Source: an optimization exercise on an open RTL-to-GDS flow (aim: small area, a short achievable clock period and few clock cycles per item). Production flows keep margins and buffers that such runs may drop. Where RTL was checked, it was by simulation tests only, not by an equivalence proof against the original. For runs 3 and 4, only the layout was checked, not whether the RTL still works. No activity file was given, so power comes from the tool's default toggle rates.

<file path="design/flow/design.v">
package hedc_pkg;
	localparam int CFG_IDX_W = 3;
	localparam logic [CFG_IDX_W-1:0] CFG_START_BYTE   = 3'd0;
	localparam logic [CFG_IDX_W-1:0] CFG_ENV_VERSION  = 3'd1;
	localparam logic [CFG_IDX_W-1:0] CFG_FRAME_MARKER = 3'd2;
	localparam logic [CFG_IDX_W-1:0] CFG_FRAME_VER    = 3'd3;
	localparam logic [CFG_IDX_W-1:0] CFG_FRAME_KIND   = 3'd4;
	localparam logic [7:0] START_BYTE_RST   = 8'hA5;
	localparam logic [7:0] ENV_VERSION_RST  = 8'h01;
	localparam logic [7:0] FRAME_MARKER_RST = 8'hD7;
	localparam logic [7:0] FRAME_VER_RST    = 8'h02;
	localparam logic [7:0] FRAME_KIND_RST   = 8'h01;
	localparam int ENV_VER_POS  = 1;
	localparam int EMIT_FIRST   = 2;
	localparam int INNER_OFFSET = 4;
	localparam logic [15:0] CRC_INIT = 16'hFFFF;
	localparam logic [15:0] CRC_POLY = 16'h1021;
	localparam logic [15:0] CRC_MSB  = 16'h8000;
	typedef enum logic [7:0] {
		ST_IDLE    = 8'b0000_0001,
		ST_CHECK   = 8'b0000_0010,
		ST_FLUSH   = 8'b0000_0100,
		ST_DECIDE  = 8'b0000_1000,
		ST_SCAN    = 8'b0001_0000,
		ST_COPY    = 8'b0010_0000,
		ST_EMIT_RD = 8'b0100_0000,
		ST_EMIT_WR = 8'b1000_0000
	} hedc_state_t;
	typedef struct packed {
		logic       clr;
		logic       vld;
		logic [7:0] data;
		logic       env_ver;
		logic       marker;
		logic       fver;
		logic       kind;
		logic       crc_en;
		logic       got_hi;
		logic       got_lo;
	} hedc_chk_t;
	function automatic logic [15:0] crc16_byte(input logic [15:0] crc, input logic [7:0] data);
		logic [15:0] c;
		c = crc ^ {data, 8'h00};
		for (int b = 0; b < 8; b++) begin
			if ((c & CRC_MSB) != 16'h0000) begin
				c = (c << 1) ^ CRC_POLY;
			end else begin
				c = c << 1;
			end
		end
		crc16_byte = c;
	endfunction
endpackage
module hedc_ram #(
	parameter int WIDTH = 8,
	parameter int DEPTH = 40
) (
	input  logic                     clk,
	input  logic                     we,
	input  logic [$clog2(DEPTH)-1:0] waddr,
	input  logic [WIDTH-1:0]         wdata,
	input  logic                     re,
	input  logic [$clog2(DEPTH)-1:0] raddr,
	output logic [WIDTH-1:0]         rdata
);
	logic [WIDTH-1:0] mem_q [DEPTH];
	logic [WIDTH-1:0] rdata_q;
	always_ff @(posedge clk) begin
		if (we) begin
			mem_q[waddr] <= wdata;
		end
		if (re) begin
			rdata_q <= mem_q[raddr];
		end
	end
	assign rdata = rdata_q;
endmodule
module hedc_check (
	input  logic                clk,
	input  logic                arst_n,
	input  logic [7:0]          env_version,
	input  logic [7:0]          frame_marker,
	input  logic [7:0]          frame_version,
	input  logic [7:0]          frame_kind,
	input  hedc_pkg::hedc_chk_t beat,
	output logic                pass
);
	logic        ok_q;
	logic [15:0] crc_q;
	logic [15:0] got_q;
	logic        bad;
	assign bad = (beat.env_ver && (beat.data != env_version)) ||
		(beat.marker && (beat.data != frame_marker)) ||
		(beat.fver && (beat.data != frame_version)) ||
		(beat.kind && (beat.data != frame_kind));
	always_ff @(posedge clk or negedge arst_n) begin
		if (!arst_n) begin
			ok_q <= 1'b0;
		end else if (beat.clr) begin
			ok_q <= 1'b1;
		end else if (beat.vld && bad) begin
			ok_q <= 1'b0;
		end
	end
	always_ff @(posedge clk) begin
		if (beat.clr) begin
			crc_q <= hedc_pkg::CRC_INIT;
		end else if (beat.vld) begin
			if (beat.crc_en) begin
				crc_q <= hedc_pkg::crc16_byte(crc_q, beat.data);
			end
			if (beat.got_hi) begin
				got_q[15:8] <= beat.data;
			end
			if (beat.got_lo) begin
				got_q[7:0] <= beat.data;
			end
		end
	end
	assign pass = ok_q && (got_q == crc_q);
endmodule
module host_envelope_deframer_crc16_core #(
	parameter int ENVELOPE_BYTES    = 40,
	parameter int INNER_FRAME_BYTES = 36
) (
	input  logic                           clk,
	input  logic                           arst_n,
	input  logic                           cfg_we,
	input  logic [hedc_pkg::CFG_IDX_W-1:0] cfg_idx,
	input  logic [7:0]                     cfg_data,
	input  logic                           rx_valid,
	output logic                           rx_stall,
	input  logic [7:0]                     rx_byte,
	output logic                           out_valid,
	input  logic                           out_stall,
	output logic [7:0]                     out_byte,
	output logic                           out_last
);
	localparam int         NS   = 38;         
	localparam logic [5:0] DMAX = 6'(NS - 1);
	function automatic logic [5:0] dstep(input logic [5:0] d);
		dstep = (d == 6'd0) ? DMAX : d - 6'd1;
	endfunction
	logic [7:0] start_q, env_ver_q, marker_q, fver_q, kind_q;
	logic       in_v, sk_v;
	logic [7:0] in_b, sk_b;
	logic       in_st, sk_st;
	logic       stall_q;     
	logic [7:0] drum [NS];
	logic [7:0] tap;         
	logic       tap_st;      
	logic [5:0] dr, dw, df;  
	logic       dr0, dw0, df0;
	logic [5:0] nf;          
	logic       nz;          
	logic       anchored;    
	logic [5:0]  pos;
	logic        e0, g2, d38, l39;
	logic        ok;
	logic [15:0] crc;
	logic [7:0]  cmp_q;      
	logic        ff;         
	logic        fp1;        
	logic        repro;      
	logic        rphase;     
	logic        rdre;       
	logic        rdre_d;     
	logic        out_valid_q;
	logic [7:0]  out_byte_q;
	logic        out_last_q;
	logic        o1_v;
	logic [7:0]  o1_b;
	logic        o1_l;
	logic ld, rd_out, rep_end, rep_active, store_ok, consume, wr;
	logic cstm, eqv, eq_in, eq_tap, gd, in_free, incoming, cmp_rx;
	logic ev_s, ev_v, ev_v1, ev_v0, ev_m, ev_sv, ev_er, vgood, set_df0, set_dfm;
	logic [7:0]  cb;
	logic [15:0] crc_step;
	assign tap        = drum[NS-1];
	assign ld         = !out_valid_q || !out_stall;
	assign rd_out     = nz && dr0 && !o1_v;
	assign rep_end    = repro && rphase && dw0;
	assign rep_active = repro && !rep_end;
	assign store_ok   = anchored ? (dw0 && !(nz && dr0 && o1_v)) : (!nz || rd_out);
	assign consume    = in_v && !rep_active && (!g2 || store_ok);
	assign wr         = consume && g2;
	assign cb     = rdre_d ? tap : in_b;
	assign cstm   = rdre_d ? tap_st : in_st;
	assign eq_in  = (in_b == cmp_q);
	assign eq_tap = (tap == cmp_q);
	assign eqv    = rdre_d ? eq_tap : eq_in;
	assign gd     = ok && eq_in;
	assign ev_s  = e0 && consume && in_st;
	assign ev_v  = l39 && consume;
	assign ev_v1 = ev_v && !gd && (ff || in_st);
	assign ev_v0 = ev_v && !ev_v1;
	assign ev_m  = !e0 && !l39 && (rdre || consume);
	assign ev_sv = ev_s || ev_v;
	assign ev_er = ev_v && !gd && ff;
	assign vgood = ev_v && gd;
	assign set_df0 = ev_m && cstm && !ff && (rdre || wr);
	assign set_dfm = wr && fp1;
	assign crc_step = hedc_pkg::crc16_byte(crc, cb);
	assign in_free  = !in_v || consume;
	assign incoming = rx_valid && !stall_q;
	assign rx_stall = stall_q;
	assign cmp_rx   = (rx_byte == start_q);
	always_ff @(posedge clk) begin
		drum[0] <= wr ? in_b : tap;
		for (int k = 1; k < NS; k++) begin
			drum[k] <= drum[k-1];
		end
		tap_st <= (drum[NS-2] == start_q);
	end
	logic repro_n, rphase_n, dw0_n, df0_n;
	assign repro_n  = ev_er || (repro && !rep_end);
	assign rphase_n = !ev_er && (rphase || rdre);
	assign dw0_n    = wr || (dw == 6'd1);
	assign df0_n    = set_df0 || (!set_dfm && (df == 6'd1));
	always_ff @(posedge clk) begin
		if (!sk_v) begin
			sk_b  <= rx_byte;
			sk_st <= cmp_rx;
		end
		if (in_free) begin
			in_b  <= sk_v ? sk_b : rx_byte;
			in_st <= sk_v ? sk_st : cmp_rx;
		end
		if (ld) begin
			out_byte_q <= o1_v ? o1_b : tap;
			out_last_q <= o1_v ? o1_l : (nf == 6'd1);
		end
		if (!o1_v) begin
			o1_b <= tap;
			o1_l <= (nf == 6'd1);
		end
		dr     <= (rd_out || (wr && !nz)) ? 6'd0 : dstep(dr);
		dr0    <= rd_out || (wr && !nz) || (dr == 6'd1);
		dw     <= wr ? 6'd0 : dstep(dw);
		dw0    <= dw0_n;
		df     <= set_df0 ? 6'd0 : set_dfm ? DMAX : dstep(df);
		df0    <= df0_n;
		rphase <= rphase_n;
		stall_q <= !in_free && (sk_v || incoming);
		rdre_d <= repro_n && !(rphase_n && dw0_n) && (rphase_n || df0_n);
		if (ev_s || ev_v1) begin
			pos <= 6'd1;
		end else if (ev_v0) begin
			pos <= 6'd0;
		end else if (ev_m) begin
			pos <= pos + 6'd1;
		end
		if (ev_sv) begin
			d38 <= 1'b0;
		end else if (ev_m) begin
			d38 <= (pos == 6'd37);
		end
		if (ev_m) begin
			if (pos[5:2] == 4'd0) begin
				crc <= hedc_pkg::CRC_INIT;
			end else if (pos < 6'd38) begin
				crc <= crc_step;
			end
			if (pos == 6'd1) begin
				ok <= eqv;
			end else if ((pos == 6'd4) || (pos == 6'd5) || (pos == 6'd6) || d38) begin
				ok <= ok && eqv;
			end
		end
		if (ev_sv) begin
			cmp_q <= env_ver_q;
		end else if (ev_m) begin
			case (pos)
				6'd3:    cmp_q <= marker_q;
				6'd4:    cmp_q <= fver_q;
				6'd5:    cmp_q <= kind_q;
				6'd37:   cmp_q <= crc_step[15:8];
				6'd38:   cmp_q <= crc[7:0];
				default: begin
				end
			endcase
		end
		if (set_dfm) begin
			fp1 <= 1'b0;
		end
		if (ev_sv) begin
			ff  <= 1'b0;
			fp1 <= 1'b0;
		end else if (ev_m && cstm && !ff) begin
			ff <= 1'b1;
			if (!(rdre || wr)) begin
				fp1 <= 1'b1;
			end
		end
	end
	always_ff @(posedge clk or negedge arst_n) begin
		if (!arst_n) begin
			start_q     <= hedc_pkg::START_BYTE_RST;
			env_ver_q   <= hedc_pkg::ENV_VERSION_RST;
			marker_q    <= hedc_pkg::FRAME_MARKER_RST;
			fver_q      <= hedc_pkg::FRAME_VER_RST;
			kind_q      <= hedc_pkg::FRAME_KIND_RST;
			in_v        <= 1'b0;
			sk_v        <= 1'b0;
			nf          <= '0;
			nz          <= 1'b0;
			anchored    <= 1'b0;
			e0          <= 1'b1;
			g2          <= 1'b0;
			l39         <= 1'b0;
			repro       <= 1'b0;
			rdre        <= 1'b0;
			out_valid_q <= 1'b0;
			o1_v        <= 1'b0;
		end else begin
			if (cfg_we) begin
				case (cfg_idx)
					hedc_pkg::CFG_START_BYTE:   start_q   <= cfg_data;
					hedc_pkg::CFG_ENV_VERSION:  env_ver_q <= cfg_data;
					hedc_pkg::CFG_FRAME_MARKER: marker_q  <= cfg_data;
					hedc_pkg::CFG_FRAME_VER:    fver_q    <= cfg_data;
					hedc_pkg::CFG_FRAME_KIND:   kind_q    <= cfg_data;
					default: begin
					end
				endcase
			end
			if (in_free) begin
				in_v <= sk_v || incoming;
				sk_v <= 1'b0;
			end else if (incoming) begin
				sk_v <= 1'b1;
			end
			if (ld) begin
				out_valid_q <= o1_v || rd_out;
				o1_v        <= 1'b0;
			end else if (rd_out) begin
				o1_v        <= 1'b1;
			end
			if (vgood) begin
				nf <= 6'(NS);
				nz <= 1'b1;
			end else if (rd_out) begin
				nf <= nf - 6'd1;
				nz <= (nf != 6'd1);
			end
			repro <= repro_n;
			rdre  <= repro_n && !(rphase_n && dw0_n) && (rphase_n || df0_n);
			if (ev_s) begin
				e0 <= 1'b0;
			end else if (ev_v0) begin
				e0 <= 1'b1;
			end
			if (ev_v) begin
				g2  <= 1'b0;
				l39 <= 1'b0;
			end else if (ev_m) begin
				g2  <= 1'b1;
				l39 <= d38;
			end
			if (wr) begin
				anchored <= 1'b1;
			end
			if (ev_v) begin
				anchored <= ev_er;
			end
		end
	end
	assign out_valid = out_valid_q;
	assign out_byte  = out_byte_q;
	assign out_last  = out_last_q;
endmodule
</file>
<file path="design/flow/config.mk">
export PLATFORM = sky130hd
export DESIGN_NAME = host_envelope_deframer_crc16_core
export DESIGN_NICKNAME = host_envelope_deframer_crc16_core
export VERILOG_FILES = /design/flow/design.v
export SDC_FILE = /design/flow/constraint.sdc
export NUM_CORES = 4
export LEC_CHECK = 0
export ABC_CLOCK_PERIOD_IN_PS = 2000
export CAP_MARGIN = 20
export CORE_MARGIN = 2
export CORE_UTILIZATION = 40
export CTS_CLUSTER_DIAMETER = 80
export CTS_CLUSTER_SIZE = 28
export PLACE_DENSITY = 0.6
export SETUP_SLACK_MARGIN = 3.0
export SLEW_MARGIN = 20
</file>
<file path="design/flow/constraint.sdc">
create_clock -name core_clock -period 5.0 [get_ports {clk}]
set_input_delay 1.0000 -clock core_clock [delete_from_list [all_inputs] [get_ports {clk}]]
set_output_delay 1.0000 -clock core_clock [all_outputs]
set_load 0.01 [all_outputs]
</file>
<file path="design/flow/run.sh">
#!/bin/bash
# synth_recipe.tcl (not shown) runs the flow's synth.tcl, then flattens the netlist and writes it again
# the make line also repeats each setting of config.mk as NAME=value (left out here)
make -C /OpenROAD-flow-scripts/flow DESIGN_CONFIG=/design/flow/config.mk WORK_HOME=/design/flow/orfs CLKGATE_MAP_FILE= SYNTH_SCRIPT=/design/flow/synth_recipe.tcl finish
</file>
==> results of run 1 <==
routing by layer:
layer	up-vias	track usage, %	part of all wire [%]
li1	3344	-	-
met1	3388	19.6	51
met2	97	20.0	43
met3	34	1.88	3.4
met4	0	3.36	2.6
met5	-	0	0
sequential cells by signal (all words and copies together) (netlist names), 6 cells and up:
name	count
cmp_q	8
crc	16
df	6
dr	6
drum	304
dw	6
env_ver_q	8
fver_q	8
in_b	8
kind_q	8
marker_q	8
nf	6
o1_b	8
out_byte_q	8
pos	6
sk_b	8
start_q	8
cell families (layout without fill, tap and decap cells):
logic type	Yosys count	in the layout	share of synthesized area, %
AO/OA/AOI/OAI	110	110	5.73
XOR/XNOR	72	72	5.45
adder cells (fa/ha/maj)	14	14	1.31
buffers and inverters	41	122	1.24
flip-flops	455	455	73.7
multiplexers	78	78	6.54
AND/OR/NAND/NOR	168	168	6.06
worst max-delay path by stage:
stage	from	endpoint	slack [ns]	depth (start not counted)
finish	out_byte_q[5]	out_byte[5]	2.91	1
global route	out_byte_q[6]	out_byte[6]	2.84	1
CTS	out_byte_q[5]	out_byte[5]	2.86	1
detailed placement	o1_v	crc[2]	2.16	5
global placement	o1_v	crc[2]	2.20	5
floorplan	cfg_idx[1]	marker_q[3]	2.98	4
synth_stat cells, drive strengths merged, types with 3 or more instances:
library cell	number	area, sq um
a31oi	8	62.6
xnor2	33	289
nor2b	5	31.3
nor2	39	146
or2	5	31.3
dfxtp	355	7110
a22oi	10	75.1
o2bb2ai	5	43.8
nand4	5	31.3
mux2i	14	153
buf	6	33.8
nor4	8	50.1
a31o	3	26.3
and2	4	25.0
nand3	20	100
xnor3	3	67.6
a21o	4	30.0
mux2	64	721
xor2	34	324
edfxtp	43	1290
o31ai	4	30.0
a22o	3	26.3
dfrtp	43	1080
clkbuf	18	67.6
nor3	14	75.1
o21ai	21	105
ha	14	175
o211ai	5	37.5
inv	17	63.8
a21oi	22	110
dfstp	14	368
nand2b	7	43.8
nand2	51	191
cell type report:
| class | instances | share of cell area, % |
|---|---|---|
| clock buffer | 29 | 3.59 |
| clock inverter | 4 | 0.380 |
| inverter | 17 | 0.436 |
| multi-input combinational | 442 | 24.1 |
| sequential | 455 | 63.6 |
| tap | 442 | 3.57 |
| timing repair buffer | 72 | 4.25 |
power by group:
group	total [uW]	internal, uW	switching, uW
clock network	1910	811	1100
registers	5950	5270	681
logic	2650	1320	1330
total	10500	7400	3120
layout by cell type, fill, tap and decap left out, types with 6 or more instances in the layout:
cell               n
buf_2             11
edfxtp_1          43
a21oi_1           19
dfstp_2           14
xnor2_1           30
nand2_1           49
nor3_1            12
a22oi_1           10
o21ai_1            9
nor2_1            35
inv_1             14
mux2i_4            6
nand3_1           17
dfxtp_1          349
clkbuf_1           8
mux2_2            52
dfrtp_1           42
buf_6              6
xor2_1            26
mux2i_1            8
o21ai_0            9
clkbuf_16         21
clkdlybuf4s50_1   20
ha_1              11
mux2_1             8
nand2b_1           7
xor2_2             7
buf_4             28
per-stage QoR:
stage                     cell area [sq um]  worst slack, ns  util, %  cells
after floorplan                       13400             2.98        -    938
after global placement                14200             2.20     43.4   1392
after detailed placement              14200             2.16     43.4   1392
after CTS                             15200             2.86     46.4   1450
after global routing                  15500             2.84     47.4   1461
final                                 15500             2.91     47.4   1461
repair_timing:
item	in CTS	in global routing
endpoints found under the setup margin	144	91
pin swaps	15	18
buffers inserted	25	11
resized for setup	88	44
gates cloned	0	0
==> run_results.csv, run 1 <==
group,metric,value,unit
routing,route.vias.total,6863,
synthesis,synth_edf_count,43,
critical_path,crit_chain,"buf_2",
sta,skew,0.0166,ns
critical_path,reg2reg_slack,2.92,ns
critical_path,cp_top_family,"flip-flops",
sta,hold_slack,0.326,ns
synthesis,synth.cell_area,0.0134,sq mm
die,dieArea,0.0349,sq mm
placed_design,hpwl,15400,microns
critical_path,rr_endpoint,"cmp_q[7]",
power_and_ir_drop,p_per_area,679,mW/mm^2
routing,wire_per_inst,15.9,microns
cts,clock_latency,0.53,ns
hold_path,hold_end,"drum[33][1]",
critical_path,cpPeakStageDelay,0.41,ns
power_and_ir_drop,irDropWorstVdd,282,uV
cts,cts_hold_buf,0,
global_routing,grt_pass1_vias,6654,
sta,finalHoldViolCount,0,
cts,clock_sinks,455,
cts,path_clk_slew,0.10,ns
global_routing,grt_usage,13.1,%
synthesis,avgSynthCellArea,14.2,sq um
cts,cts-buffers-inserted,21,
cts,clock_path_buffers,3,
power_and_ir_drop,design_power_total,10500,uW
synthesis,yosys_most_used_dff,"dfxtp_1",
critical_path,crit_path_top_delay_cell,"edfxtp_1",
global_routing,antenna_found_initial,0,
sta,setup_violations,0,
sta,tightest_slew,0.659,ns
synthesis,syn_inst,938,
cts,tritoncts,"done",
hold_path,whs_path_depth,0,
critical_path,cp.required,4.00,ns
critical_path,crit_path_start_kind,"flip-flop",
sta,tns,0,ns
die,placeableCoreArea,0.0327,sq mm
cts,htree_levels,1,
cts,root_buffer,"clkbuf_16",
routing,routed_wl,23200,microns
sta,fmax,478,MHz
synthesis,synth_nets,976,
global_routing,grt_pass1_wl,36900,microns
power_and_ir_drop,p_leak,0.00616,uW
critical_path,worstRegToRegCells,6,
synthesis,synth-seq-cells,455,
layout,multiInputGateArea,0.00374,sq mm
critical_path,reg2reg_from,"in_b[7]",
critical_path,endpoint_kind,"primary output",
routing,post-route-drc-count,0,
die,std_cell_rows,66,
layout,drive_gt1_share,21.1,%
layout,antenna_cells,0,
layout,fillers,2938,
critical_path,critical_path_arrival,1.09,ns
synthesis,ys_types,69,
die,start_util,40.9,%
hold_path,hold_path.class,"flip-flop to flip-flop",
sta,rsz0062_at_grt,"yes",
sta,slew_headroom,56.1,%
sta,drv_slew,0,
layout,nets,1047,
outcome,outcome,"finished clean",
critical_path,path_class,"flip-flop to primary output",
routing,vias_per_cell,4.70,
placed_design,io_buffers,34,
routing,dr.pass1.iters,4,
layout,regArea,0.00986,sq mm
synthesis,yosysSeqAreaShare,73.7,%
synthesis,ys_warn_count,2,
die,die_y,187,microns
synthesis,ys_async_sr_fraction,12.5,%
critical_path,path_max_fanout,1,
job,max_cap_viol_count,0,
global_routing,grt-ovfl-total,0,
die,ios,35,
sta,period_share,41.8,%
global_routing,grt_start_max_net_pins,45,
placed_design,gp_congestion,0.823,
routing,drtIter0Drc,460,
critical_path,path_buf_inv,1,
routing,antenna_left,0,
layout,syn_to_final_growth,15.9,%
die,die_w,187,microns
sta,min_period,2.09,ns
hold_path,hold_start,"drum[32][1]",
Testbench counts, summed over its fixed seeds: cycles 19,434, beats 12,008.
==> inputs of run 2 (changes only) <==
--- a/design/flow/config.mk
+++ b/design/flow/config.mk
@@ -6,4 +6,5 @@
 export NUM_CORES = 4
 export LEC_CHECK = 0
+export ABC_AREA = 1
 export ABC_CLOCK_PERIOD_IN_PS = 2000
 export CAP_MARGIN = 20
==> run_results.csv, run 2 <==
group,metric,value,unit
outcome,outcome,"finished clean",
global_routing,grt_pass1_vias,7250,
global_routing,grt_util_met2,20.7,%
critical_path,crit_chain,"buf_2",
global_routing,grt-busiest-layer,"met2",
synthesis,synth.cell_area,0.0134,sq mm
power_and_ir_drop,irDropWorstVdd,298,uV
synthesis,ys_warn_count,2,
synthesis,synth_edf_count,43,
power_and_ir_drop,design_power_total,9820,uW
routing,drtIter0Drc,446,
routing,dr.pass1.iters,7,
critical_path,path_max_fanout,1,
cts,tritoncts,"done",
routing,route.vias.total,7669,
die,die_y,187,microns
hold_path,hold_path.class,"flip-flop to flip-flop",
power_and_ir_drop,p_per_area,651,mW/mm^2
critical_path,crit_path_start_kind,"flip-flop",
synthesis,synthTopCellsByCount,"dfxtp_1 (355), nand2_1 (299), inv_1 (111)",
critical_path,cp.required,4.00,ns
placed_design,io_buffers,34,
global_routing,antenna_found_initial,0,
routing,vias_per_cell,4.45,
synthesis,yosysSeqAreaShare,73.4,%
synthesis,synth-seq-cells,455,
synthesis,yosysMostFrequentCell,"dfxtp_1",
sta,setup_violations,0,
sta,skew,0.0273,ns
layout,final_common_cell,"dfxtp_1",
critical_path,cpPeakStageDelay,0.38,ns
global_routing,use_met1,19.4,%
cts,clock_sinks,455,
global_routing,grt-ovfl-total,0,
die,start_util,40.3,%
critical_path,path_class,"flip-flop to primary output",
synthesis,syn_inst,1206,
layout,syn_to_final_growth,12.5,%
global_routing,grt_start_max_net_pins,58,
synthesis,yosys-top-cells-area,"dfxtp_1 (53%), edfxtp_1 (9.6%), nand2_1 (8.4%)",
critical_path,crit_path_top_delay_cell,"edfxtp_1",
routing,wire_per_inst,13.7,microns
layout,largest_register_ffs,304,
job,max_cap_viol_count,0,
layout,top_register,"drum",
die,ios,35,
routing,antenna_left,0,
critical_path,path_buf_inv,1,
cts,root_buffer,"clkbuf_16",
cts,htree_levels,1,
sta,drv_slew,0,
die,std_cell_rows,67,
synthesis,ys_async_sr_fraction,12.5,%
sta,tightest_slew,0.825,ns
global_routing,grt_pass1_wl,38100,microns
sta,tns,0,ns
die,placeableCoreArea,0.0333,sq mm
layout,multiInputGateArea,0.00322,sq mm
critical_path,endpoint_kind,"primary output",
layout,antenna_cells,0,
sta,rsz0062_at_grt,"yes",
sta,period_share,41.5,%
critical_path,cp_top_family,"flip-flops",
synthesis,synth_top_area_share,53.0,%
cts,clock_latency,0.54,ns
routing,post-route-drc-count,0,
layout,regArea,0.00985,sq mm
synthesis,synth_top_cell_by_area,"dfxtp_1",
global_routing,grt_usage,13.5,%
global_routing,met3_usage,2.21,%
layout,nets,1302,
synthesis,ys_types,40,
cts,cts_hold_buf,0,
die,dieArea,0.0350,sq mm
layout,reg_top3,"drum x304, crc x16",
die,die_w,187,microns
cts,clock_path_buffers,3,
synthesis,yosys_most_used_dff,"dfxtp_1",
layout,final_cell_mix,"dfxtp_1 (351), nand2_1 (295), inv_1 (107)",
sta,fmax,482,MHz
placed_design,gp_congestion,0.872,
sta,finalHoldViolCount,0,
sta,slew_headroom,45.0,%
synthesis,avgSynthCellArea,11.1,sq um
cts,cts-buffers-inserted,20,
cts,path_clk_slew,0.11,ns
placed_design,hpwl,16000,microns
synthesis,synth_nets,1244,
critical_path,critical_path_arrival,1.07,ns
routing,routed_wl,23500,microns
sta,min_period,2.07,ns
layout,drive_gt1_share,9.50,%
power_and_ir_drop,p_leak,0.00649,uW
layout,fillers,3108,
run 2: path summary, 6_finish.rpt:
| check | startpoint | to | slack (ns) | cells after the start |
|---|---|---|---|---|
| worst max-delay path | out_byte_q[4] | out_byte[4] | 2.93 | 1 |
| worst min-delay path | drum[0][1] | drum[1][1] | 0.32 | 0 |
| worst max register to register | rdre_d | cmp_q[4] | 3.07 | 10 |
| worst min register to register | drum[0][1] | drum[1][1] | 0.32 | 0 |
| max in group asynchronous | arst_n | o1_v | 3.76 | 2 |
| min in group asynchronous | arst_n | kind_q[6] | 0.65 | 2 |
run 2: metal layers:
metal	vias to the layer above	share of wire (%)
met2	138	43
li1	3911	-
met4	0	3.2
met3	43	4.3
met5	-	0
met1	3577	49
run 2: through the flow:
step	setup WS [ns]	cell area, sq um	utilization, %	hold WS [ns]	cells
detailed placement	2.48	14200	42.8	0.312	1673
floorplan	3.09	13400	-	0.310	1206
CTS	2.90	14900	44.7	0.319	1710
global route	2.83	15100	45.3	0.327	1722
global placement	2.54	14200	42.8	0.310	1673
finish	2.93	15100	45.3	0.316	1722
run 2: cells by family after synthesis:
| logic type | after synthesis | synth area share (%) |
|---|---|---|
| DFF | 455 | 73.4 |
| AOI/OAI and AO/OA | 123 | 5.07 |
| adders and majority gates | 14 | 1.31 |
| buffers and inverters | 130 | 3.83 |
| and+or+nand+nor | 446 | 13.6 |
| xor gates and xnor gates | 38 | 2.81 |
run 2: area by class of cell:
cell class	count	share of cell area, %
well taps	448	3.72
inverters	114	2.85
clock buffers	30	3.72
clock inverters	2	0.166
flip-flops and latches	455	65.3
multi-input cells	622	21.4
repair buffers	51	2.87
run 2: repair_timing:
action                     4_1_cts  5_1_grt
setup endpoints to repair       86       59
resized for setup               61       30
hold endpoints to repair         0        0
setup buffers                    4       12
pin swaps                        3        7
gates cloned                     1        0
run 2: report_power, final:
part / switching (uW) / internal, uW / total, uW
Sequential: 556 / 5240 / 5800
Combinational: 1370 / 799 / 2170
Clock: 1060 / 795 / 1850
==> inputs of run 3 (changes only) <==
--- a/design/flow/design.v
+++ b/design/flow/design.v
@@ -149,5 +149,4 @@
 	logic [7:0] drum [NS];
 	logic [7:0] tap;         
-	logic       tap_st;      
 	logic [5:0] dr, dw, df;  
 	logic       dr0, dw0, df0;
@@ -165,5 +164,4 @@
 	logic        rphase;     
 	logic        rdre;       
-	logic        rdre_d;     
 	logic        out_valid_q;
 	logic [7:0]  out_byte_q;
@@ -173,7 +171,6 @@
 	logic        o1_l;
 	logic ld, rd_out, rep_end, rep_active, store_ok, consume, wr;
-	logic cstm, eqv, eq_in, eq_tap, gd, in_free, incoming, cmp_rx;
+	logic eq_in, gd, in_free, incoming, cmp_rx, nxt_st, fresh_ok_n, rdre_n;
 	logic ev_s, ev_v, ev_v1, ev_v0, ev_m, ev_sv, ev_er, vgood, set_df0, set_dfm;
-	logic [7:0]  cb;
 	logic [15:0] crc_step;
 	assign tap        = drum[NS-1];
@@ -185,9 +182,5 @@
 	assign consume    = in_v && !rep_active && (!g2 || store_ok);
 	assign wr         = consume && g2;
-	assign cb     = rdre_d ? tap : in_b;
-	assign cstm   = rdre_d ? tap_st : in_st;
 	assign eq_in  = (in_b == cmp_q);
-	assign eq_tap = (tap == cmp_q);
-	assign eqv    = rdre_d ? eq_tap : eq_in;
 	assign gd     = ok && eq_in;
 	assign ev_s  = e0 && consume && in_st;
@@ -199,7 +192,7 @@
 	assign ev_er = ev_v && !gd && ff;
 	assign vgood = ev_v && gd;
-	assign set_df0 = ev_m && cstm && !ff && (rdre || wr);
+	assign set_df0 = ev_m && in_st && !ff && (rdre || wr);
 	assign set_dfm = wr && fp1;
-	assign crc_step = hedc_pkg::crc16_byte(crc, cb);
+	assign crc_step = hedc_pkg::crc16_byte(crc, in_b);
 	assign in_free  = !in_v || consume;
 	assign incoming = rx_valid && !stall_q;
@@ -211,6 +204,6 @@
 			drum[k] <= drum[k-1];
 		end
-		tap_st <= (drum[NS-2] == start_q);
 	end
+	assign nxt_st = (drum[NS-2] == start_q);
 	logic repro_n, rphase_n, dw0_n, df0_n;
 	assign repro_n  = ev_er || (repro && !rep_end);
@@ -218,4 +211,6 @@
 	assign dw0_n    = wr || (dw == 6'd1);
 	assign df0_n    = set_df0 || (!set_dfm && (df == 6'd1));
+	assign rdre_n     = repro_n && !ev_er && !(rphase_n && dw0_n) && (rphase_n || df0_n);
+	assign fresh_ok_n = !repro_n || (rphase_n && dw0_n);
 	always_ff @(posedge clk) begin
 		if (!sk_v) begin
@@ -223,5 +218,8 @@
 			sk_st <= cmp_rx;
 		end
-		if (in_free) begin
+		if (rdre_n) begin
+			in_b  <= drum[NS-2];
+			in_st <= nxt_st;
+		end else if (in_free && fresh_ok_n) begin
 			in_b  <= sk_v ? sk_b : rx_byte;
 			in_st <= sk_v ? sk_st : cmp_rx;
@@ -242,6 +240,5 @@
 		df0    <= df0_n;
 		rphase <= rphase_n;
-		stall_q <= !in_free && (sk_v || incoming);
-		rdre_d <= repro_n && !(rphase_n && dw0_n) && (rphase_n || df0_n);
+		stall_q <= !(in_free && fresh_ok_n) && (sk_v || incoming);
 		if (ev_s || ev_v1) begin
 			pos <= 6'd1;
@@ -263,7 +260,7 @@
 			end
 			if (pos == 6'd1) begin
-				ok <= eqv;
+				ok <= eq_in;
 			end else if ((pos == 6'd4) || (pos == 6'd5) || (pos == 6'd6) || d38) begin
-				ok <= ok && eqv;
+				ok <= ok && eq_in;
 			end
 		end
@@ -287,5 +284,5 @@
 			ff  <= 1'b0;
 			fp1 <= 1'b0;
-		end else if (ev_m && cstm && !ff) begin
+		end else if (ev_m && in_st && !ff) begin
 			ff <= 1'b1;
 			if (!(rdre || wr)) begin
@@ -325,9 +322,12 @@
 				endcase
 			end
-			if (in_free) begin
+			if (in_free && fresh_ok_n) begin
 				in_v <= sk_v || incoming;
 				sk_v <= 1'b0;
-			end else if (incoming) begin
-				sk_v <= 1'b1;
+			end else begin
+				in_v <= in_v && !consume;
+				if (incoming) begin
+					sk_v <= 1'b1;
+				end
 			end
 			if (ld) begin
@@ -345,5 +345,5 @@
 			end
 			repro <= repro_n;
-			rdre  <= repro_n && !(rphase_n && dw0_n) && (rphase_n || df0_n);
+			rdre  <= rdre_n;
 			if (ev_s) begin
 				e0 <= 1'b0;
--- a/design/flow/config.mk
+++ b/design/flow/config.mk
@@ -6,5 +6,4 @@
 export NUM_CORES = 4
 export LEC_CHECK = 0
-export ABC_AREA = 1
 export ABC_CLOCK_PERIOD_IN_PS = 2000
 export CAP_MARGIN = 20
==> run_results.csv, run 3 <==
group,metric,value,unit
sta,tns,0,ns
die,start_util,40.3,%
synthesis,yosysSeqAreaShare,75.3,%
hold_path,hold_path.class,"flip-flop to flip-flop",
layout,largest_register_ffs,304,
critical_path,cp.required,5.25,ns
layout,post-route-util,46.7,%
cts,tritoncts,"done",
die,die_y,184,microns
critical_path,critical_path_arrival,2.37,ns
critical_path,crit_chain,"xor2_1 > nor4_2 > buf_4 > nand3_4 > nand4_1 > a21boi_4 > o32a_4",
synthesis,synth-seq-cells,453,
sta,finalHoldViolCount,0,
synthesis,synthMuxAreaShare,6.16,%
sta,tightest_slew,0.773,ns
die,std_cell_rows,66,
layout,reg_top3,"drum x304, crc x16",
routing,post-route-drc-count,0,
sta,drv_slew,0,
layout,drive_gt1_share,21.5,%
global_routing,grt-ovfl-total,0,
global_routing,grt_pass1_wl,35400,microns
routing,antenna_left,0,
global_routing,grt_usage,13.2,%
cts,clock_path_buffers,3,
cts,clock_sinks,453,
layout,final_common_cell,"dfxtp_1",
critical_path,cpPeakStageDelay,0.45,ns
die,placeableCoreArea,0.0323,sq mm
sta,fmax,472,MHz
job,max_cap_viol_count,0,
routing,vias_per_cell,4.54,
routing,route.vias.total,6552,
synthesis,yosysMostFrequentCell,"dfxtp_1",
critical_path,cp_top_family,"simple AND/OR/NAND/NOR gates",
die,ios,35,
sta,rsz0062_at_grt,"yes",
global_routing,antenna_found_initial,0,
cts,cts-buffers-inserted,21,
power_and_ir_drop,p_per_area,695,mW/mm^2
hold_path,whs_path_depth,0,
synthesis,synth_top_family_by_area,"simple AND/OR/NAND/NOR gates",
critical_path,worst-path-stages,7,
synthesis,synth-simple-area-share,6.86,%
cts,path_clk_slew,0.10,ns
synthesis,synth_top_area_share,54.3,%
outcome,outcome,"finished clean",
routing,dr.pass1.iters,5,
synthesis,ys_warn_count,2,
sta,period_share,42.4,%
layout,final_area,0.0151,sq mm
routing,routed_wl,22100,microns
layout,antenna_cells,0,
die,dieArea,0.0340,sq mm
placed_design,gp_congestion,0.780,
synthesis,synthTopCellsByCount,"dfxtp_1 (353), nand2_1 (66), mux2_2 (57)",
placed_design,hpwl,13900,microns
critical_path,endpoint_kind,"flip-flop",
synthesis,avgSynthCellArea,14.3,sq um
routing,drtIter0Drc,393,
critical_path,path_buf_inv,1,
synthesis,synth_edf_count,43,
synthesis,syn_inst,914,
power_and_ir_drop,p_leak,0.00603,uW
cts,clock_latency,0.54,ns
sta,setup_violations,0,
layout,final_cell_mix,"dfxtp_1 (345), nand2_1 (66), mux2_2 (57)",
synthesis,ys_async_sr_fraction,12.6,%
synthesis,ys_types,62,
synthesis,synth_compound_area_share,4.66,%
critical_path,path_class,"flip-flop to flip-flop",
layout,fillers,2861,
global_routing,grt_pass1_vias,6430,
synthesis,synth.cell_area,0.0130,sq mm
cts,root_buffer,"clkbuf_16",
routing,wire_per_inst,15.4,microns
synthesis,synth_nets,951,
synthesis,synthXorXnorAreaFrac,4.57,%
synthesis,yosys-top-cells-area,"dfxtp_1 (54%), edfxtp_1 (9.9%), dfrtp_1 (8.3%)",
critical_path,crit_path_top_delay_cell,"edfxtp_1",
placed_design,io_buffers,34,
layout,syn_to_final_growth,15.7,%
sta,skew,0.0215,ns
power_and_ir_drop,design_power_total,10500,uW
die,die_w,184,microns
synthesis,synth_fa_ha_area_share,1.25,%
critical_path,path_max_fanout,5,
sta,slew_headroom,48.4,%
global_routing,grt_start_max_net_pins,58,
placed_design,place_area,0.0139,sq mm
layout,nets,1027,
synthesis,yosys_most_used_dff,"dfxtp_1",
critical_path,worstRegToRegCells,7,
critical_path,crit_path_start_kind,"flip-flop",
cts,htree_levels,1,
power_and_ir_drop,irDropWorstVdd,376,uV
sta,min_period,2.12,ns
synthesis,synth_top_cell_by_area,"dfxtp_1",
layout,top_register,"drum",
## run 3: cell types whose count changed after synthesis, sizes merged, moves of 9 or more
cell / before / now
o21ai: 80 / 25
nor2: 69 / 45
nand3: 49 / 8
xnor2: 21 / 49
a21oi: 21 / 30
inv: 114 / 16
mux2: 0 / 67
nand2: 303 / 66
nand2b: 0 / 9
## run 3: logic make-up after synthesis
family	count (synthesis)
muxes	68
and+or+nand+nor	181
AOI/OAI and AO/OA	96
buffers and inverters	35
DFF	453
xor gates and xnor gates	68
adders and majority gates	13
## run 3: final timing paths
kind / from / end / slack (ns)
max in group asynchronous: arst_n / o1_v / 3.82
hold reg to reg: drum[33][0] / drum[34][0] / 0.33
setup / recovery: in_b[0] / in_b[6] / 2.88
setup reg to reg: in_b[0] / in_b[6] / 2.88
hold / removal: drum[33][0] / drum[34][0] / 0.33
min in group asynchronous: arst_n / kind_q[5] / 0.61
## run 3: per-stage QoR
step           cells  worst slack (ns)  hold slack (ns)
4_1_cts         1426              2.85            0.323
2_1_floorplan    914              2.97            0.310
5_1_grt         1442              2.84            0.331
3_5_place_dp    1374              2.30            0.312
3_3_place_gp    1374              2.35            0.311
6_report        1442              2.88            0.326
## run 3: report_power, final
part	internal (uW)	switching, uW
registers	5280	660
logic	1270	1330
clock network	837	1090
total	7390	3080
## run 3: layer usage
| layer | vias to the layer above | global-route usage (%) | part of all wire, % |
|---|---|---|---|
| met5 | - | 0 | 0 |
| met4 | 0 | 3.81 | 2.5 |
| met3 | 38 | 2.13 | 3.7 |
| met2 | 96 | 19.9 | 43 |
| met1 | 3175 | 19.6 | 50 |
| li1 | 3243 | - | - |
## run 3: layout make-up
type / count / area (sq um) / share of cell area [%]
Multi-Input combinational cell: 428 / 3410 / 22.6
Sequential cell: 453 / 9820 / 65.2
Clock buffer: 27 / 569 / 3.78
Timing Repair Buffer: 70 / 579 / 3.85
Tap cell: 442 / 553 / 3.67
Clock inverter: 6 / 75.1 / 0.498
Inverter: 16 / 62.6 / 0.415
## run 3: repair_timing
action / 4_1_cts / 5_1_grt
setup endpoints to repair: 122 / 107
setup buffers: 18 / 15
pin swaps: 11 / 15
gates resized for setup: 87 / 34
cloned: 1 / 1
hold buffers: 0 / 0
==> inputs of run 4 (changes only) <==
--- a/design/flow/design.v
+++ b/design/flow/design.v
@@ -211,5 +211,5 @@
 	assign dw0_n    = wr || (dw == 6'd1);
 	assign df0_n    = set_df0 || (!set_dfm && (df == 6'd1));
-	assign rdre_n     = repro_n && !ev_er && !(rphase_n && dw0_n) && (rphase_n || df0_n);
+	assign rdre_n     = repro_n && !(rphase_n && dw0_n) && (rphase_n || df0_n);
 	assign fresh_ok_n = !repro_n || (rphase_n && dw0_n);
 	always_ff @(posedge clk) begin
--- a/design/flow/config.mk
+++ b/design/flow/config.mk
@@ -6,4 +6,5 @@
 export NUM_CORES = 4
 export LEC_CHECK = 0
+export ABC_AREA = 1
 export ABC_CLOCK_PERIOD_IN_PS = 2000
 export CAP_MARGIN = 20
==> run_results.csv, run 4 <==
group,metric,value,unit
outcome,outcome,"finished clean",
layout,post-route-util,47.8,%
power_and_ir_drop,p_comb_share,24.1,%
sta,setup_violations,0,
routing,route.vias.total,7357,
critical_path,crit_chain,"buf_2",
synthesis,synth_top_area_share,53.9,%
synthesis,yosys-top-cells-area,"dfxtp_1 (54%), edfxtp_1 (9.9%), dfrtp_1 (8.2%)",
synthesis,synth.cell_area,0.0131,sq mm
synthesis,yosysMostFrequentCell,"dfxtp_1",
layout,reg_top3,"drum x304, crc x16",
global_routing,antenna_found_initial,0,
cts,path_clk_slew,0.10,ns
synthesis,synth_nets,1141,
synthesis,avgSynthCellArea,11.9,sq um
synthesis,ys_warn_count,2,
critical_path,cp_top_family,"flip-flops",
global_routing,grt-busiest-layer,"met2",
power_and_ir_drop,internal_power,6680,uW
layout,drive_gt1_share,17.9,%
routing,vias_per_cell,4.43,
cts,root_buffer,"clkbuf_16",
sta,rsz0062_at_grt,"yes",
critical_path,critical_path_arrival,1.11,ns
die,std_cell_rows,66,
synthesis,synthXorXnorAreaFrac,3.21,%
synthesis,synth_compound_area_share,5.29,%
power_and_ir_drop,p_switching,2870,uW
cts,cts-buffers-inserted,21,
die,die_w,185,microns
layout,antenna_cells,0,
global_routing,grt_pass1_vias,6880,
layout,final_cell_mix,"dfxtp_1 (348), nand2_1 (226), inv_1 (79)",
cts,clock_latency,0.53,ns
critical_path,crit_path_start_kind,"flip-flop",
job,max_cap_viol_count,0,
global_routing,use_met1,19.8,%
synthesis,ys_async_sr_fraction,12.6,%
critical_path,cpPeakStageDelay,0.43,ns
synthesis,synth_fa_ha_area_share,1.24,%
layout,largest_register_ffs,304,
sta,slew_headroom,50.2,%
layout,nets,1248,
critical_path,path_buf_inv,1,
sta,finalHoldViolCount,0,
layout,final_common_cell,"dfxtp_1",
synthesis,synth_top_cell_by_area,"dfxtp_1",
cts,htree_levels,1,
sta,fmax,474,MHz
die,dieArea,0.0342,sq mm
global_routing,grt_usage,13.5,%
synthesis,syn_inst,1104,
routing,wire_per_inst,13.8,microns
critical_path,path_max_fanout,2,
cts,tritoncts,"done",
global_routing,grt_util_met2,20.4,%
sta,hold_slack,0.325,ns
routing,antenna_left,0,
placed_design,gp_congestion,0.811,
sta,min_period,2.11,ns
sta,tns,0,ns
sta,period_share,42.2,%
routing,routed_wl,22900,microns
synthesis,synth-seq-cells,453,
synthesis,synthMuxAreaShare,0,%
synthesis,synth_top_family_by_area,"simple AND/OR/NAND/NOR gates",
sta,drv_slew,0,
power_and_ir_drop,swShare,30.1,%
global_routing,grt_start_max_net_pins,58,
power_and_ir_drop,p_leak,0.00657,uW
die,die_y,185,microns
die,start_util,40.5,%
critical_path,crit_path_top_delay_cell,"dfrtp_1",
placed_design,io_buffers,34,
power_and_ir_drop,design_power_total,9550,uW
layout,syn_to_final_growth,18.1,%
sta,skew,0.0120,ns
global_routing,met3_usage,2.18,%
layout,top_register,"drum",
synthesis,synthTopCellsByCount,"dfxtp_1 (353), nand2_1 (236), inv_1 (83)",
power_and_ir_drop,seqPwrFrac,55.5,%
synthesis,synth-simple-area-share,12.2,%
power_and_ir_drop,irDropWorstVdd,314,uV
power_and_ir_drop,power_frac_clock,20.4,%
sta,tightest_slew,0.747,ns
power_and_ir_drop,p_per_area,617,mW/mm^2
critical_path,path_class,"flip-flop to primary output",
global_routing,grt_pass1_wl,36400,microns
cts,clock_sinks,453,
routing,drtIter0Drc,419,
synthesis,yosys_most_used_dff,"dfxtp_1",
placed_design,hpwl,14700,microns
global_routing,grt-ovfl-total,0,
cts,clock_path_buffers,3,
synthesis,ys_types,47,
routing,post-route-drc-count,0,
routing,dr.pass1.iters,5,
die,ios,35,
synthesis,synth_edf_count,43,
synthesis,yosysSeqAreaShare,74.8,%
critical_path,endpoint_kind,"primary output",
critical_path,cp.required,4.00,ns
die,placeableCoreArea,0.0324,sq mm
hold_path,hold_path.class,"flip-flop to flip-flop",
[run 4: cell types whose count changed in the layout (fill, tap and decap cells not counted), sizes merged, moves of 9 or more]
cell / delta
mux2: -68
xnor2: -21
or2: +9
o21ai: +42
nand2b: -9
nand3: +33
buf: +25
inv: +73
nand2: +182
[run 4: path summary, 6_finish.rpt]
| check | start | end | slack (ns) | depth (start not counted) |
|---|---|---|---|---|
| max in group asynchronous | arst_n | nz | 3.84 | 2 |
| setup reg to reg | in_b[4] | cmp_q[4] | 3.00 | 8 |
| hold / removal | drum[30][5] | drum[31][5] | 0.33 | 0 |
| min in group asynchronous | arst_n | fver_q[0] | 0.60 | 2 |
| setup / recovery | out_valid_q | out_valid | 2.89 | 1 |
| hold reg to reg | drum[30][5] | drum[31][5] | 0.33 | 0 |
[run 4: timing repair]
item	in CTS	in global routing
gates cloned	3	1
hold buffers	0	0
endpoints found under the setup margin	88	87
pin swaps	15	39
buffers inserted	38	22
resized for setup	91	63
[run 4: metrics by stage]
step	setup slack [ns]	instances	area, sq um
floorplan	3.02	1104	13100
global placement	2.38	1566	13900
detailed placement	2.35	1566	13900
CTS	2.85	1639	15100
global route	2.84	1662	15500
finish	2.89	1662	15500
[run 4: power groups by stage]
| stage | sequential (uW) | combinational (uW) | clock [uW] |
|---|---|---|---|
| 5_1_grt | 5410 | 2560 | 2150 |
| 3_3_place_gp | 5370 | 1710 | 0 |
| 6_report | 5300 | 2300 | 1950 |
| 3_5_place_dp | 5380 | 1740 | 0 |
| 4_1_cts | 5300 | 2090 | 2020 |
| 2_1_floorplan | 5190 | 1350 | 0 |
[run 4: layout make-up]
cell class	instances	area, sq um
Fill cell	2954	16900
Timing Repair Buffer	96	832
Multi-Input combinational cell	547	3250
Tap cell	442	553
Clock inverter	5	51.3
Clock buffer	27	591
Timing Repair inverter	1	7.51
Sequential cell	453	9820
Inverter	91	379
[run 4: kinds of logic after synthesis]
family,Yosys count
AOI/OAI and AO/OA,124
xor gates and xnor gates,48
adders and majority gates,13
buffers and inverters,106
DFF,453
and+or+nand+nor,360
[run 4: routing by layer]
| metal | vias to the layer above | wire length [microns] |
|---|---|---|
| met2 | 160 | 9940 |
| met1 | 3439 | 11200 |
| met5 | - | 0 |
| met4 | 0 | 586 |
| met3 | 33 | 1160 |
| li1 | 3725 | - |
==> inputs of run 5 (changes only) <==
--- a/design/flow/design.v
+++ b/design/flow/design.v
@@ -240,4 +240,9 @@
 		df0    <= df0_n;
 		rphase <= rphase_n;
+		if (vgood) begin
+			nf <= 6'(NS);
+		end else if (rd_out) begin
+			nf <= nf - 6'd1;
+		end
 		stall_q <= !(in_free && fresh_ok_n) && (sk_v || incoming);
 		if (ev_s || ev_v1) begin
@@ -300,5 +305,4 @@
 			in_v        <= 1'b0;
 			sk_v        <= 1'b0;
-			nf          <= '0;
 			nz          <= 1'b0;
 			anchored    <= 1'b0;
@@ -338,8 +342,6 @@
 			end
 			if (vgood) begin
-				nf <= 6'(NS);
 				nz <= 1'b1;
 			end else if (rd_out) begin
-				nf <= nf - 6'd1;
 				nz <= (nf != 6'd1);
 			end
--- a/design/flow/config.mk
+++ b/design/flow/config.mk
@@ -6,5 +6,4 @@
 export NUM_CORES = 4
 export LEC_CHECK = 0
-export ABC_AREA = 1
 export ABC_CLOCK_PERIOD_IN_PS = 2000
 export CAP_MARGIN = 20
==> run_results.csv, run 5 <==
group,metric,value,unit
synthesis,synthXorXnorAreaFrac,4.81,%
hold_path,whs_path_depth,0,
routing,dr.pass1.iters,5,
synthesis,synth_top_area_share,55.5,%
synthesis,yosysMostFrequentCell,"dfxtp_1",
global_routing,grt_usage,13.2,%
power_and_ir_drop,p_switching,2980,uW
die,placeableCoreArea,0.0317,sq mm
critical_path,crit_path_start_kind,"flip-flop",
global_routing,grt_pass1_vias,6272,
sta,layout_setup_ws,2.65,ns
sta,rsz0062_at_grt,"yes",
sta,tightest_slew,0.684,ns
cts,clock_sinks,453,
routing,wire_per_inst,16.0,microns
layout,fillers,2762,
synthesis,synth_edf_count,43,
routing,routed_wl,22400,microns
global_routing,use_met1,19.7,%
layout,nets,1027,
synthesis,synth-seq-cells,453,
synthesis,ys_warn_count,2,
synthesis,yosys-top-cells-area,"dfxtp_1 (56%), edfxtp_1 (10%), dfrtp_1 (7.2%)",
synthesis,synth-simple-area-share,6.12,%
synthesis,synth_top_cell_by_area,"dfxtp_1",
hold_path,hold_path.class,"flip-flop to flip-flop",
sta,fmax,425,MHz
global_routing,grt-busiest-layer,"met2",
synthesis,synth_nets,927,
synthesis,avgSynthCellArea,14.5,sq um
sta,min_period,2.35,ns
critical_path,critical_path_arrival,2.65,ns
synthesis,ys_async_sr_fraction,11.3,%
synthesis,synth_top_family_by_area,"multiplexers",
cts,cts-buffers-inserted,20,
sta,hold_slack,0.325,ns
routing,route.vias.total,6628,
placed_design,pre_cts_slack,2.02,ns
sta,slew_headroom,54.4,%
synthesis,synth_fa_ha_area_share,1.26,%
power_and_ir_drop,swShare,28.6,%
power_and_ir_drop,p_comb_share,25.4,%
sta,period_share,47.1,%
sta,skew,0.0193,ns
cts,root_buffer,"clkbuf_16",
die,die_y,184,microns
power_and_ir_drop,internal_power,7430,uW
layout,top_register,"drum",
critical_path,path_max_fanout,10,
power_and_ir_drop,irDropWorstVdd,303,uV
die,dieArea,0.0338,sq mm
synthesis,synthTopCellsByCount,"dfxtp_1 (359), mux2_2 (64), nand2_1 (60)",
cts,clock_latency,0.54,ns
cts,clock_path_buffers,3,
synthesis,synth.cell_area,0.0129,sq mm
job,max_cap_viol_count,0,
outcome,outcome,"finished clean",
global_routing,grt_util_met2,20.2,%
placed_design,io_buffers,34,
synthesis,syn_inst,890,
power_and_ir_drop,p_per_area,683,mW/mm^2
critical_path,worstRegToRegCells,8,
layout,syn_to_final_growth,17.8,%
die,die_w,184,microns
sta,setup_violations,0,
synthesis,yosysSeqAreaShare,75.5,%
critical_path,endpoint_kind,"flip-flop",
synthesis,synthMuxAreaShare,6.61,%
sta,finalHoldViolCount,0,
layout,drive_gt1_share,25.8,%
layout,final_common_cell,"dfxtp_1",
power_and_ir_drop,power_frac_clock,17.5,%
sta,tns,0,ns
global_routing,grt-ovfl-total,0,
layout,antenna_cells,0,
sta,drv_slew,0,
routing,vias_per_cell,4.73,
global_routing,antenna_found_initial,0,
die,ios,35,
critical_path,cp.required,5.30,ns
global_routing,met3_usage,1.90,%
layout,reg_top3,"drum x304, crc x16",
cts,htree_levels,1,
routing,drtIter0Drc,370,
power_and_ir_drop,seqPwrFrac,57.1,%
synthesis,synth_compound_area_share,4.67,%
synthesis,ys_types,61,
layout,final_cell_mix,"dfxtp_1 (350), mux2_2 (64), nand2_1 (60)",
cts,tritoncts,"done",
power_and_ir_drop,p_leak,0.00609,uW
layout,largest_register_ffs,304,
synthesis,yosys_most_used_dff,"dfxtp_1",
placed_design,gp_congestion,0.831,
routing,antenna_left,0,
die,std_cell_rows,65,
global_routing,grt_start_max_net_pins,52,
die,start_util,40.8,%
critical_path,path_class,"flip-flop to flip-flop",
cts,path_clk_slew,0.11,ns
global_routing,grt_pass1_wl,35000,microns
routing,post-route-drc-count,0,
placed_design,hpwl,14100,microns
## run 5: path summary, 6_finish.rpt
kind / slack (ns) / to / start
worst max register to register: 2.65 / in_b[4] / repro
max in group asynchronous: 3.91 / o1_v / arst_n
worst min-delay path: 0.32 / drum[30][5] / drum[29][5]
min in group asynchronous: 0.57 / fver_q[0] / arst_n
worst min register to register: 0.32 / drum[30][5] / drum[29][5]
worst max-delay path: 2.65 / in_b[4] / repro
## run 5: critical path, stage by stage, from the launching register on
cell	delay [ns]
dfrtp_1	0.39
a21bo_2	0.24
nand2_1	0.11
a21o_1	0.22
a2111oi_4	0.36
o2bb2ai_4	0.14
a21oi_4	0.19
buf_12	0.16
mux2_4	0.30
## run 5: timing repair
action	in CTS	in global routing
pin swaps	16	22
hold buffers	0	0
setup endpoints to repair	128	100
resized for setup	101	45
gates cloned	0	0
setup buffers	27	30
## run 5: kinds of logic (layout without fill, tap and decap cells)
| kind of cell | Yosys count | in the layout |
|---|---|---|
| buf+inv | 33 | 142 |
| xor+xnor | 71 | 71 |
| fa+ha+maj | 13 | 13 |
| flops | 453 | 453 |
| simple gates | 159 | 159 |
| compound gates | 88 | 88 |
| mux | 73 | 73 |
## run 5: metal layers
layer	wire [microns]	part of all wire, %
met5	0	0
met1	11100	49
met2	9870	44
met3	956	4.3
met4	484	2.2
## run 5: layout make-up
class | instances | area, sq um | share of cell area [%]
flip-flops and latches | 453 | 9800 | 64.3
well taps | 402 | 503 | 3.30
clock inverters | 4 | 42.5 | 0.279
inverters | 17 | 63.8 | 0.419
clock buffers | 27 | 527 | 3.46
repair buffers | 94 | 812 | 5.33
multi-input cells | 404 | 3490 | 22.9
## run 5: power groups by stage
stage | clock [uW] | combinational [uW] | sequential [uW]
2_1_floorplan | 0 | 1450 | 5720
3_3_place_gp | 0 | 1830 | 6000
3_5_place_dp | 0 | 1860 | 6000
4_1_cts | 1890 | 2100 | 5960
5_1_grt | 2030 | 2890 | 6110
6_report | 1820 | 2650 | 5940
## run 5: per-stage QoR
step	cell area (sq um)	utilization, %	std cells	total power, uW
2_1_floorplan	13000	-	890	7170
3_3_place_gp	13800	43.4	1313	7830
3_5_place_dp	13800	43.4	1313	7860
4_1_cts	14800	46.5	1371	9960
5_1_grt	15200	48.1	1401	11000
6_report	15200	48.1	1401	10400
Testbench counts of run 5, summed over its fixed seeds: cycles 19,364, beats 12,008.
==> inputs of run 6 (changes only) <==
--- a/design/flow/config.mk
+++ b/design/flow/config.mk
@@ -6,4 +6,5 @@
 export NUM_CORES = 4
 export LEC_CHECK = 0
+export ABC_AREA = 1
 export ABC_CLOCK_PERIOD_IN_PS = 2000
 export CAP_MARGIN = 20
@@ -13,4 +14,4 @@
 export CTS_CLUSTER_SIZE = 28
 export PLACE_DENSITY = 0.6
-export SETUP_SLACK_MARGIN = 3.0
+export SETUP_SLACK_MARGIN = 2.95
 export SLEW_MARGIN = 20
==> run_results.csv, run 6 <==
group,metric,value,unit
outcome,outcome,"finished clean",
global_routing,antenna_found_initial,0,
synthesis,yosysMostFrequentCell,"dfxtp_1",
critical_path,cp.required,4.00,ns
sta,tns,0,ns
layout,drive_gt1_share,14.0,%
power_and_ir_drop,p_switching,3260,uW
layout,nets,1213,
synthesis,syn_inst,1095,
critical_path,reg2reg_from,"in_b[3]",
synthesis,synth_edf_count,43,
cts,path_clk_slew,0.10,ns
critical_path,path_max_fanout,2,
layout,final_common_cell,"dfxtp_1",
synthesis,ys_async_sr_fraction,11.3,%
layout,syn_to_final_growth,15.9,%
cts,root_buffer,"clkbuf_16",
placed_design,hpwl,14400,microns
layout,regArea,0.00978,sq mm
global_routing,grt_usage,13.1,%
power_and_ir_drop,p_leak,0.00648,uW
sta,min_period,2.08,ns
routing,post-route-drc-count,0,
critical_path,endpoint_kind,"primary output",
sta,rsz0062_at_grt,"yes",
layout,fillers,2922,
layout,final_cell_mix,"dfxtp_1 (356), nand2_1 (229), inv_1 (82)",
synthesis,synth.cell_area,0.0130,sq mm
placed_design,gp_congestion,0.800,
critical_path,crit_path_start_kind,"flip-flop",
hold_path,hold_path.class,"flip-flop to flip-flop",
synthesis,synth_nets,1132,
die,placeableCoreArea,0.0323,sq mm
die,start_util,40.3,%
routing,routed_wl,22200,microns
synthesis,yosysSeqAreaShare,75.0,%
routing,route.vias.total,7195,
sta,fmax,480,MHz
power_and_ir_drop,p_comb_share,25.1,%
die,dieArea,0.0340,sq mm
synthesis,synth_top_area_share,55.2,%
global_routing,grt_pass1_wl,35400,microns
die,die_y,184,microns
sta,setup_violations,0,
global_routing,grt_pass1_vias,6848,
layout,multiInputGateArea,0.00306,sq mm
global_routing,grt_start_max_net_pins,52,
job,max_cap_viol_count,0,
sta,finalHoldViolCount,0,
cts,cts-buffers-inserted,22,
layout,post-route-util,46.7,%
power_and_ir_drop,swShare,31.1,%
hold_path,hold_start,"drum[15][5]",
cts,htree_levels,1,
synthesis,ys_warn_count,2,
critical_path,crit_path_top_delay_cell,"dfrtp_1",
sta,slew_headroom,54.3,%
synthesis,synthTopCellsByCount,"dfxtp_1 (359), nand2_1 (234), inv_1 (85)",
routing,antenna_left,0,
cts,clock_sinks,453,
layout,top_register,"drum",
synthesis,yosys-top-cells-area,"dfxtp_1 (55%), edfxtp_1 (9.9%), dfrtp_1 (7.1%)",
synthesis,avgSynthCellArea,11.9,sq um
cts,tritoncts,"done",
routing,drtIter0Drc,489,
sta,drv_slew,0,
critical_path,critical_path_arrival,1.08,ns
cts,clock_latency,0.53,ns
synthesis,synth-seq-cells,453,
critical_path,path_class,"flip-flop to primary output",
critical_path,cpPeakStageDelay,0.42,ns
die,ios,35,
sta,period_share,41.7,%
global_routing,grt-ovfl-total,0,
power_and_ir_drop,irDropWorstVdd,281,uV
routing,wire_per_inst,13.6,microns
die,die_w,184,microns
cts,clock_path_buffers,3,
critical_path,cp_top_family,"flip-flops",
layout,antenna_cells,0,
critical_path,crit_start,"out_valid_q",
placed_design,io_buffers,34,
cts,cts_hold_buf,0,
layout,largest_register_ffs,304,
routing,dr.pass1.iters,5,
critical_path,path_buf_inv,1,
sta,skew,0.0204,ns
die,std_cell_rows,66,
power_and_ir_drop,p_per_area,695,mW/mm^2
synthesis,yosys_most_used_dff,"dfxtp_1",
power_and_ir_drop,power_frac_clock,19.3,%
routing,vias_per_cell,4.41,
synthesis,synth_top_cell_by_area,"dfxtp_1",
power_and_ir_drop,internal_power,7220,uW
power_and_ir_drop,seqPwrFrac,55.6,%
layout,reg_top3,"drum x304, crc x16",
critical_path,crit_chain,"buf_6",
synthesis,ys_types,50,
sta,tightest_slew,0.686,ns
run 6: changes by cell type in the layout (fill, tap and decap cells not counted), moves of 7 or more:
cell,before,now
buf_4,51,33
inv_1,14,82
mux2_2,64,4
o21ai_0,14,65
xnor2_1,38,23
mux2_4,9,0
nand2_1,60,229
or2_2,0,7
nand3_1,3,28
run 6: layer usage:
layer / vias up / global-route usage, % / part of all wire, %
met1: 3385 / 19.4 / 52
li1: 3660 / - / -
met4: 0 / 3.36 / 2.0
met2: 118 / 19.9 / 43
met5: - / 0 / 0
met3: 32 / 2.04 / 3.6
run 6: power groups by stage:
stage	Sequential, uW	Combinational, uW	Clock, uW
after global routing	5980	2950	2230
after global placement	5900	2090	0
after detailed placement	5910	2140	0
final	5830	2630	2020
after CTS	5830	2410	2100
after floorplan	5670	1660	0
run 6: area by class of cell:
cell class                      count  area share (%)
Clock buffer                       29            3.96
Clock inverter                      7           0.647
Inverter                           94            2.49
Multi-Input combinational cell    534            20.3
Sequential cell                   453            64.8
Tap cell                          442            3.66
Timing Repair Buffer               71            4.12
run 6: worst paths after layout:
kind / end / slack (ns) / cells past startpoint
setup / recovery: out_valid / 2.92 / 1
setup reg to reg: in_b[3] / 2.97 / 10
hold / removal: drum[16][5] / 0.32 / 0
max in group asynchronous: o1_v / 3.92 / 2
min in group asynchronous: fver_q[2] / 0.58 / 2
hold reg to reg: drum[16][5] / 0.32 / 0
run 6: metrics by stage:
stage | cell area, sq um | power (uW) | worst slack, ns | hold WS, ns | std cells
3_5_place_dp | 13900 | 8050 | 2.38 | 0.312 | 1557
4_1_cts | 14800 | 10300 | 2.87 | 0.318 | 1617
3_3_place_gp | 13900 | 7990 | 2.45 | 0.310 | 1557
5_1_grt | 15100 | 11200 | 2.83 | 0.310 | 1630
2_1_floorplan | 13000 | 7330 | 2.97 | 0.310 | 1095
6_report | 15100 | 10500 | 2.92 | 0.322 | 1630
run 6: kinds of logic after synthesis:
| group | Yosys count | share of synthesized area, % |
|---|---|---|
| AO/OA/AOI/OAI | 120 | 5.14 |
| AND/OR/NAND/NOR | 351 | 12.0 |
| buffers and inverters | 109 | 3.27 |
| XOR/XNOR | 45 | 3.03 |
| multiplexers | 4 | 0.346 |
| flip-flops | 453 | 75.0 |
| adder cells (fa/ha/maj) | 13 | 1.25 |
run 6: worst register-to-register path: stages, from the launching register on:
cell and delay [ns]:
edfxtp_1 0.44, xnor2_1 0.17, nand2_1 0.08, nor2_2 0.14, nand3_2 0.15, nand3_4 0.14
nand3_4 0.10, nand2_4 0.11, inv_8 0.05, o21ai_4 0.19, clkbuf_16 0.18
run 6: what timing repair did:
action                                  4_1_cts  5_1_grt
endpoints found under the setup margin       75       85
cloned                                        0        2
buffers inserted                             24       11
pin swaps                                     8       17
gates resized for setup                      69       38

==> static timing again, ports no longer ideal <==
In the flow no input, the clock included, has a driving cell. The finished layouts below were timed again as built, in two steps. Step 1 (the two cells are an assumption about what drives the block):
set clk [get_ports {clk}]
set_driving_cell -lib_cell sky130_fd_sc_hd__clkbuf_16 $clk
set_driving_cell -lib_cell sky130_fd_sc_hd__buf_2 [delete_from_list [all_inputs] $clk]
Step 2 moves the port delays by t, midway between the first and last clock arrival at a register: inputs arrive t later, outputs are due t later. That takes back most of the time a late clock gives input paths. Slacks: no drivers / after step 1 / after step 2; pairs: no drivers / after step 1.
run	shift t [ns]	slack for setup (ns)	worst slew at a driven data input, ns	cell pins on the clock port's net
run 1	0.571	2.908 / 2.861 / 2.497	0.05	1
run 2	0.574	2.927 / 2.878 / 2.472	0.04	1
run 3	0.570	2.881 / 2.840 / 2.486	0.06	1
run 4	0.573	2.891 / 2.840 / 2.545	0.04	1
run 5	0.572	2.645 / 2.645 / 2.449	0.05	1
run 6	0.572	2.917 / 2.870 / 2.431	0.04	1
After both steps every run listed still meets setup and hold. For run 6, which loses most, drivers alone change the setup slack by -0.047 ns; drivers and shift together by -0.486 ns.
